What follows belongs to an exercise in optimizing a design on an open flow for small area, a short achievable clock period and few clock cycles per item; a production flow would make more cautious choices.
The RTL was checked by simulation tests, not by an equivalence proof against the original design.
Power and IR drop assume default switching activity.

[flow/design.v]
package lbsm_pkg;
   localparam int CELL_W   = 8;
   localparam int OFF_W    = 5;
   localparam int LOCAL_W  = 6;
   localparam int SIZE_W   = 9;
   localparam int LAYER_W  = 17;
   localparam int BASIS_W  = 7;
   localparam int PMASK_W  = 3;
   localparam int SITE_W   = 30;
   localparam int CSR_IDX_W = 3;
   localparam int CSR_DATA_W = 17;
   localparam int DIMS     = 3;
   localparam int COORD_W  = 10;
   localparam int ROWB_W   = SIZE_W + BASIS_W;
   localparam int LAYB_W   = LAYER_W + BASIS_W;
   typedef enum logic [CSR_IDX_W-1:0] {
      CSR_SIZE_X      = 3'd0,
      CSR_SIZE_Y      = 3'd1,
      CSR_SIZE_Z      = 3'd2,
      CSR_LAYER_CELLS = 3'd3,
      CSR_PERIODIC    = 3'd4,
      CSR_BASIS       = 3'd5
   } csr_index_type;
endpackage
module lbsm_divider (
   input  logic signed [lbsm_pkg::COORD_W-1:0] coord,
   input  logic [lbsm_pkg::SIZE_W-1:0]         extent,
   output logic signed [lbsm_pkg::COORD_W-1:0] next,
   output logic                                moved,
   output logic                                more
);
   logic signed [lbsm_pkg::COORD_W-1:0] down, up, down2;
   logic                                below, above;
   assign down  = coord - $signed({1'b0, extent});
   assign up    = coord + $signed({1'b0, extent});
   assign down2 = down - $signed({1'b0, extent});
   assign below = coord[lbsm_pkg::COORD_W-1];
   assign above = !down[lbsm_pkg::COORD_W-1];
   assign moved = below | above;
   assign next  = below ? up : (above ? down : coord);
   assign more  = (below & up[lbsm_pkg::COORD_W-1]) | (above & !down2[lbsm_pkg::COORD_W-1]);
endmodule
module lbsm_mac (
   input  logic [lbsm_pkg::CELL_W-1:0]    ix,
   input  logic [lbsm_pkg::CELL_W-1:0]    iy,
   input  logic [lbsm_pkg::CELL_W-1:0]    iz,
   input  logic [lbsm_pkg::LOCAL_W-1:0]   local_id,
   input  logic [lbsm_pkg::BASIS_W-1:0]   basis,
   input  logic [lbsm_pkg::ROWB_W-1:0]    row_b,
   input  logic [lbsm_pkg::LAYB_W-1:0]    layer_b,
   output logic [lbsm_pkg::SITE_W-1:0]    site
);
   assign site = lbsm_pkg::SITE_W'(local_id)
               + lbsm_pkg::SITE_W'(ix * basis)
               + lbsm_pkg::SITE_W'(iy * row_b)
               + lbsm_pkg::SITE_W'(iz * layer_b);
endmodule
module lattice_bond_site_mapper #(
   parameter int MAX_EXTENT = 256
) (
   input  logic                               clock,
   input  logic                               reset,
   input  logic                               req_valid,
   output logic                               req_ready,
   input  logic [lbsm_pkg::CELL_W-1:0]        req_cell_x,
   input  logic [lbsm_pkg::CELL_W-1:0]        req_cell_y,
   input  logic [lbsm_pkg::CELL_W-1:0]        req_cell_z,
   input  logic signed [lbsm_pkg::OFF_W-1:0]  req_src_dx,
   input  logic signed [lbsm_pkg::OFF_W-1:0]  req_src_dy,
   input  logic signed [lbsm_pkg::OFF_W-1:0]  req_src_dz,
   input  logic [lbsm_pkg::LOCAL_W-1:0]       req_src_local,
   input  logic signed [lbsm_pkg::OFF_W-1:0]  req_tgt_dx,
   input  logic signed [lbsm_pkg::OFF_W-1:0]  req_tgt_dy,
   input  logic signed [lbsm_pkg::OFF_W-1:0]  req_tgt_dz,
   input  logic [lbsm_pkg::LOCAL_W-1:0]       req_tgt_local,
   output logic                               rsp_valid,
   input  logic                               rsp_ready,
   output logic                               rsp_connected,
   output logic [lbsm_pkg::SITE_W-1:0]        rsp_src_site,
   output logic [lbsm_pkg::SITE_W-1:0]        rsp_tgt_site,
   output logic                               rsp_flip_x,
   output logic                               rsp_flip_y,
   output logic                               rsp_flip_z,
   output logic [lbsm_pkg::DIMS-1:0]          rsp_src_outside,
   output logic [lbsm_pkg::DIMS-1:0]          rsp_tgt_outside,
   input  logic                               csr_write_en,
   input  logic [lbsm_pkg::CSR_IDX_W-1:0]     csr_index,
   input  logic [lbsm_pkg::CSR_DATA_W-1:0]    csr_wdata
);
   localparam int CW = lbsm_pkg::COORD_W;
   logic [lbsm_pkg::DIMS-1:0][lbsm_pkg::SIZE_W-1:0] ext_ff;
   logic [lbsm_pkg::LAYER_W-1:0]   layer_ff;
   logic [lbsm_pkg::PMASK_W-1:0]   periodic_ff;
   logic [lbsm_pkg::BASIS_W-1:0]   basis_ff;
   logic [lbsm_pkg::ROWB_W-1:0]    rowb_ff;
   logic [lbsm_pkg::LAYB_W-1:0]    layb_ff;
   logic [lbsm_pkg::SIZE_W-1:0]    wr_ext;
   logic                                                  s0_valid;
   logic [lbsm_pkg::DIMS-1:0][lbsm_pkg::CELL_W-1:0]       s0_cell;
   logic [1:0][lbsm_pkg::DIMS-1:0][lbsm_pkg::OFF_W-1:0]   s0_off;
   logic [1:0][lbsm_pkg::LOCAL_W-1:0]                     s0_local;
   logic                                                  s1_valid;
   logic                                                  s1_step;    
   logic [1:0][lbsm_pkg::DIMS-1:0][CW-1:0]                s1_coord;
   logic [1:0][lbsm_pkg::DIMS-1:0]                        s1_par;
   logic [1:0][lbsm_pkg::DIMS-1:0]                        s1_out;
   logic [1:0][lbsm_pkg::LOCAL_W-1:0]                     s1_local;
   logic                                                  s1_conn;
   logic                                rsp_valid_ff;
   logic                                rsp_conn_ff;
   logic [lbsm_pkg::SITE_W-1:0]         rsp_src_site_ff, rsp_tgt_site_ff;
   logic [lbsm_pkg::DIMS-1:0]           rsp_flip_ff;
   logic [lbsm_pkg::DIMS-1:0]           rsp_src_out_ff, rsp_tgt_out_ff;
   logic [1:0][lbsm_pkg::DIMS-1:0][CW-1:0]  w_in, w_next;
   logic [1:0][lbsm_pkg::DIMS-1:0]          w_moved, w_more;
   logic                                    w_conn, w_more_any, w_moved_any;
   logic [1:0][lbsm_pkg::SITE_W-1:0]        site;
   logic adv2, s1_free, s1_load;
   assign adv2      = !rsp_valid_ff || rsp_ready;
   assign s1_free   = !s1_step && (!s1_valid || adv2);
   assign req_ready = !s0_valid || s1_free;
   assign s1_load   = s0_valid && s1_free;
   always_comb begin
      for (int e = 0; e < 2; e++) begin
         for (int d = 0; d < lbsm_pkg::DIMS; d++) begin
            if (s1_step) begin
               w_in[e][d] = s1_coord[e][d];
            end else begin
               w_in[e][d] = CW'($signed({2'b00, s0_cell[d]}) + $signed(s0_off[e][d]));
            end
         end
      end
   end
   for (genvar e = 0; e < 2; e++) begin : g_ep
      for (genvar d = 0; d < lbsm_pkg::DIMS; d++) begin : g_dim
         lbsm_divider u_wrap (
            .coord  (w_in[e][d]),
            .extent (ext_ff[d]),
            .next   (w_next[e][d]),
            .moved  (w_moved[e][d]),
            .more   (w_more[e][d])
         );
      end
   end
   always_comb begin
      w_conn = 1'b1;
      for (int e = 0; e < 2; e++) begin
         for (int d = 0; d < lbsm_pkg::DIMS; d++) begin
            if (w_moved[e][d] && !periodic_ff[d]) begin
               w_conn = 1'b0;
            end
         end
      end
   end
   assign w_more_any  = |w_more;
   assign w_moved_any = |w_moved;
   always_ff @(posedge clock) begin
      if (req_ready) begin
         s0_cell[0]   <= req_cell_x;
         s0_cell[1]   <= req_cell_y;
         s0_cell[2]   <= req_cell_z;
         s0_off[0][0] <= req_src_dx;
         s0_off[0][1] <= req_src_dy;
         s0_off[0][2] <= req_src_dz;
         s0_off[1][0] <= req_tgt_dx;
         s0_off[1][1] <= req_tgt_dy;
         s0_off[1][2] <= req_tgt_dz;
         s0_local[0]  <= req_src_local;
         s0_local[1]  <= req_tgt_local;
      end
   end
   always_ff @(posedge clock) begin
      if (s1_step) begin
         s1_coord <= w_next;
         s1_par   <= s1_par ^ w_moved;
         s1_out   <= s1_out | w_moved;
      end else if (s1_free) begin
         s1_coord <= w_next;
         s1_par   <= w_moved;
         s1_out   <= w_moved;
         s1_local <= s0_local;
         s1_conn  <= w_conn;
      end
   end
   for (genvar e = 0; e < 2; e++) begin : g_site
      lbsm_mac u_site (
         .ix       (s1_coord[e][0][lbsm_pkg::CELL_W-1:0]),
         .iy       (s1_coord[e][1][lbsm_pkg::CELL_W-1:0]),
         .iz       (s1_coord[e][2][lbsm_pkg::CELL_W-1:0]),
         .local_id (s1_local[e]),
         .basis    (basis_ff),
         .row_b    (rowb_ff),
         .layer_b  (layb_ff),
         .site     (site[e])
      );
   end
   always_ff @(posedge clock) begin
      if (adv2) begin
         rsp_conn_ff     <= s1_conn;
         rsp_src_site_ff <= s1_conn ? site[0] : '0;
         rsp_tgt_site_ff <= s1_conn ? site[1] : '0;
         rsp_flip_ff     <= s1_conn ? (s1_par[0] ^ s1_par[1]) : '0;
         rsp_src_out_ff  <= s1_conn ? s1_out[0] : '0;
         rsp_tgt_out_ff  <= s1_conn ? s1_out[1] : '0;
      end
   end
   always_ff @(posedge clock) begin
      if (reset) begin
         s0_valid     <= 1'b0;
         s1_valid     <= 1'b0;
         s1_step      <= 1'b0;
         rsp_valid_ff <= 1'b0;
      end else begin
         if (req_ready) begin
            s0_valid <= req_valid;
         end
         if (s1_step) begin
            if (!w_moved_any) begin
               s1_step  <= 1'b0;
               s1_valid <= 1'b1;
            end
         end else if (s1_free) begin
            s1_step  <= s0_valid && w_conn && w_more_any;
            s1_valid <= s0_valid && !(w_conn && w_more_any);
         end
         if (adv2) begin
            rsp_valid_ff <= s1_valid && !s1_step;
         end
      end
   end
   always_comb begin
      wr_ext = csr_wdata[lbsm_pkg::SIZE_W-1:0];
      if (wr_ext == '0) begin
         wr_ext = lbsm_pkg::SIZE_W'(1);
      end else if (wr_ext > lbsm_pkg::SIZE_W'(MAX_EXTENT)) begin
         wr_ext = lbsm_pkg::SIZE_W'(MAX_EXTENT);
      end
   end
   always_ff @(posedge clock) begin
      if (reset) begin
         ext_ff[0]   <= lbsm_pkg::SIZE_W'(1);
         ext_ff[1]   <= lbsm_pkg::SIZE_W'(1);
         ext_ff[2]   <= lbsm_pkg::SIZE_W'(1);
         layer_ff    <= lbsm_pkg::LAYER_W'(1);
         periodic_ff <= '0;
         basis_ff    <= lbsm_pkg::BASIS_W'(1);
      end else if (csr_write_en) begin
         unique case (csr_index)
            lbsm_pkg::CSR_SIZE_X:      ext_ff[0]   <= wr_ext;
            lbsm_pkg::CSR_SIZE_Y:      ext_ff[1]   <= wr_ext;
            lbsm_pkg::CSR_SIZE_Z:      ext_ff[2]   <= wr_ext;
            lbsm_pkg::CSR_LAYER_CELLS: layer_ff    <= csr_wdata[lbsm_pkg::LAYER_W-1:0];
            lbsm_pkg::CSR_PERIODIC:    periodic_ff <= csr_wdata[lbsm_pkg::PMASK_W-1:0];
            lbsm_pkg::CSR_BASIS:       basis_ff    <= csr_wdata[lbsm_pkg::BASIS_W-1:0];
            default: begin
            end
         endcase
      end
   end
   always_ff @(posedge clock) begin
      rowb_ff <= lbsm_pkg::ROWB_W'(ext_ff[0] * basis_ff);
      layb_ff <= lbsm_pkg::LAYB_W'(layer_ff * basis_ff);
   end
   assign rsp_valid       = rsp_valid_ff;
   assign rsp_connected   = rsp_conn_ff;
   assign rsp_src_site    = rsp_src_site_ff;
   assign rsp_tgt_site    = rsp_tgt_site_ff;
   assign rsp_flip_x      = rsp_flip_ff[0];
   assign rsp_flip_y      = rsp_flip_ff[1];
   assign rsp_flip_z      = rsp_flip_ff[2];
   assign rsp_src_outside = rsp_src_out_ff;
   assign rsp_tgt_outside = rsp_tgt_out_ff;
endmodule
[flow/run.sh]
#!/bin/bash
# synth_recipe.tcl (not shown) runs the flow's synth.tcl, then flattens the netlist and writes it again
# the make line also repeats each setting of config.mk as NAME=value (left out here)
make -C /OpenROAD-flow-scripts/flow DESIGN_CONFIG=/design/flow/config.mk WORK_HOME=/design/flow/orfs CLKGATE_MAP_FILE= SYNTH_SCRIPT=/design/flow/synth_recipe.tcl finish
[flow/config.mk]
export PLATFORM = sky130hd
export DESIGN_NAME = lattice_bond_site_mapper
export DESIGN_NICKNAME = lattice_bond_site_mapper
export VERILOG_FILES = /design/flow/design.v
export SDC_FILE = /design/flow/constraint.sdc
export NUM_CORES = 4
export LEC_CHECK = 0
export CAP_MARGIN = 20
export CORE_MARGIN = 2
export CORE_UTILIZATION = 40
export SLEW_MARGIN = 20
[flow/constraint.sdc]
create_clock -name core_clock -period 10.0 [get_ports {clock}]
set_input_delay 2.0000 -clock core_clock [delete_from_list [all_inputs] [get_ports {clock}]]
set_output_delay 2.0000 -clock core_clock [all_outputs]
set_load 0.01 [all_outputs]
==> impl_metrics.sql <==
INSERT INTO impl_metrics (metric_group, metric, value, unit) VALUES
('worst_setup_path', 'crit_family', 'adder cells', ''),
('sta', 'setup_viol_count_final', '0', ''),
('worst_setup_path', 'critPathKind', 'flop to flop', ''),
('die', 'dieHeight', '359', 'um'),
('final_layout', 'layout-area-overhead-vs-synth', '9.84', '%'),
('routing', 'route.detailed.vias_per_inst', '5.19', ''),
('placed_design', 'hpwl', '113000', 'um'),
('global_routing', 'antenna_found_initial', '9', ''),
('worst_setup_path', 'crit_buf_inv', '7', ''),
('sta', 'worst_slack', '0.502', 'ns'),
('worst_setup_path', 'r2r_setup_slack', '0.50', 'ns'),
('clock_network', 'post-cts-setup-buffer-count', '0', ''),
('synth', 'syn_area', '0.0505', 'mm^2'),
('final_layout', 'multi_input_gate_area_in_the_final_layout', '0.0378', 'mm^2'),
('global_routing', 'globalRouteOverflowTotal', '0', ''),
('synth', 'synth.ff_latch_count', '319', ''),
('worst_setup_path', 'worst-endpoint-required', '10.32', 'ns'),
('sta', 'final_max_slew_viol_count', '0', ''),
('sta', 'hold_viol', '0', ''),
('routing', 'routed-via-count', '37900', ''),
('placed_design', 'postPlaceCellArea', '0.0540', 'mm^2'),
('placed_design', 'io_buffers', '162', ''),
('die', 'starting_density_of_the_core', '40.2', '%'),
('final_layout', 'number_of_antenna_diodes', '0', ''),
('sta', 'timing.slew.headroom', '21.1', '%'),
('routing', 'initial_drt_markers', '2567', ''),
('clock_network', 'root_buffer', 'clkbuf_16', ''),
('synth', 'syn-instance-count', '5529', ''),
('clock_network', 'hold_buffers', '0', ''),
('worst_setup_path', 'critical_path_peak_fanout', '8', ''),
('synth', 'nets_in_the_synthesized_netlist', '6916', ''),
('synth', 'synth_cell_types', '75', ''),
('worst_setup_path', 'slowest_cp_cell', 'fa_1', ''),
('min_path', 'holdCritStartpoint', 's0_local[3]$_DFFE_PP_', ''),
('pwr', 'irDropWorstVdd', '0.322', 'mV'),
('clock_network', 'tritoncts', 'yes', ''),
('worst_setup_path', 'critical_path.startpoint', 's1_coord[5]$_DFFE_PP_', ''),
('pwr', 'power', '9.67', 'mW'),
('die', 'design.die.area', '0.129', 'mm^2'),
('min_path', 'min-delay-path-class', 'flop to flop', ''),
('routing', 'route.antenna.remaining_nets', '0', ''),
('routing', 'drc', '0', ''),
('clock_network', 'clock_sinks', '319', ''),
('final_layout', 'seqCellArea', '0.00861', 'mm^2'),
('die', 'placeableCoreArea', '0.125', 'mm^2'),
('min_path', 'whs_path_depth', '0', ''),
('synth', 'postSynthAreaPerCell', '9.13', 'um^2'),
('run_status', 'outcome', 'no timing/DRC/antenna violations', ''),
('routing', 'route.detailed.wl_per_inst', '19.0', 'um'),
('global_routing', 'track_usage', '21.7', '%'),
('clock_network', 'clockBufferDepth', '3', ''),
('sta', 'tns', '0', 'ns'),
('final_layout', 'num-nets-final', '6995', ''),
('sta', 'min_period_over_period', '95.0', '%'),
('min_path', 'min_delay_worst_endpoint', 's1_local[3]$_DFFE_PP_', ''),
('pwr', 'p_per_area', '174', 'mW/mm^2'),
('clock_network', 'cts-htree-levels', '2', ''),
('sta', 'worst_slew_pin_slew', '1.18', 'ns'),
('final_layout', 'layout.cell_area.non_filler', '0.0554', 'mm^2'),
('clock_network', 'cts_buffers', '42', ''),
('routing', 'detailedRoute.firstPassIterationCount', '6', ''),
('die', 'die_w', '359', 'um'),
('sta', 'fmaxAchievable', '0.105', 'GHz'),
('global_routing', 'grt_first_pass_wirelength', '221000', 'um'),
('die', 'fp-row-count', '130', ''),
('synth', 'synth-warning-count', '1', ''),
('worst_setup_path', 'ff2ff_path_depth', '32', ''),
('global_routing', 'grt_start_max_net_pins', '73', ''),
('run', 'max_cap_violations', '0', ''),
('sta', 'fin_skew', '0.0394', 'ns'),
('worst_setup_path', 'critical_path.most_common_cell', 'fa_1', '');
final cells by class:
class / count / share of cell area, %
Multi-Input combinational cell: 4124 / 68.2
Inverter: 881 / 5.97
Tap cell: 1650 / 3.72
Sequential cell: 319 / 15.5
Clock buffer: 58 / 2.19
Clock inverter: 20 / 0.368
Timing Repair Buffer: 240 / 3.98
routing by layer:
layer / wire, um / GRT usage (%)
met1: 64600 / 30.6
met2: 61800 / 34.8
met3: 7800 / 2.70
met5: 0 / 0
met4: 4050 / 6.17
cell families (layout without fill, tap and decap cells):
kind of cell	Yosys count	in the layout	share of synthesized area (%)
XOR/XNOR	223	223	3.87
AND/OR/NAND/NOR	1710	1710	16.5
AO/OA/AOI/OAI	830	830	10.6
buffers and inverters	1086	1199	8.09
multiplexers	65	65	1.31
adder cells (fa/ha/maj)	1296	1296	42.5
flip-flops	319	319	17.0
sequential cells by signal, indices dropped and copies added, names as in the netlist, 7 cells and up:
name and count:
s1_local 12, rsp_src_site_ff 30, layer_ff 17, ext_ff 27
s0_local 12, s0_off 30, basis_ff 7, rsp_tgt_site_ff 30
s1_coord 60, s0_cell 24, layb_ff 24, rowb_ff 16
repair_timing:
item	in CTS	in global routing
endpoints found under the hold margin	0	0
gates resized for setup	0	12
endpoints found under the setup margin	0	9
Yosys cell counts (all sizes together) (55+ instances only):
library cell	instances	area share (%)
inv	872	6.5
fa	700	28
nand2	697	5.2
ha	596	15
and2	506	6.3
a21oi	271	2.7
edfxtp	221	13
nor2	210	1.6
clkbuf	185	1.4
o21ai	159	1.6
xnor2	135	2.3
dfxtp	98	3.9
a21o	91	1.4
xor2	88	1.5
nor3	71	0.70
mux2i	55	1.1
worst max path at each step:
| stage | endpoint | slack, ns | depth (start not counted) |
|---|---|---|---|
| 2_1_floorplan | rsp_src_site_ff[29]$_SDFFCE_PN0P_ | 1.13 | 33 |
| 3_3_place_gp | rsp_tgt_site_ff[25]$_SDFFCE_PN0P_ | 0.17 | 35 |
| 3_5_place_dp | rsp_tgt_site_ff[25]$_SDFFCE_PN0P_ | 0.10 | 35 |
| 4_1_cts | rsp_tgt_site_ff[25]$_SDFFCE_PN0P_ | 0.06 | 35 |
| 5_1_grt | rsp_tgt_site_ff[29]$_SDFFCE_PN0P_ | -0.03 | 31 |
| 6_report | rsp_src_site_ff[29]$_SDFFCE_PN0P_ | 0.50 | 32 |
where the power goes:
part	leakage [nW]	switching, mW	internal [mW]	total [mW]
combinational	22.1	3.78	2.50	6.28
sequential	3.23	0.237	1.58	1.82
clock	0.693	0.659	0.913	1.57
total	26.0	4.67	5.00	9.67
Testbench counts, summed over its fixed seeds: cycles 19,344, bonds 19,200.

-- what the ideal ports hide --
No port has a modelled driver above. Below, the same layout with a new extraction and two added sets of constraints.
Step 1 sets driving cells, clkbuf_16 on the clock port and buf_2 on the other inputs (assumed; they add their load-dependent delay and slew).
Step 2, shift: input delay + t, output delay - t, t = (earliest + latest rising clock arrival at the registers) / 2. This alone moves slack from input paths to output paths.
Three values: ideal, step 1, step 2; two values: the first two.
t (ns): 0.690
slack for setup (ns): 0.502 / 0.502 / 0.502
hold slack, ns: 0.430 / 0.430 / 0.430
worst slew at a driven data input, ns: 0.08
After both steps this run still meets setup and hold. The setup slack of this run moves by 0.000 ns with the drivers and by 0.000 ns with both steps.
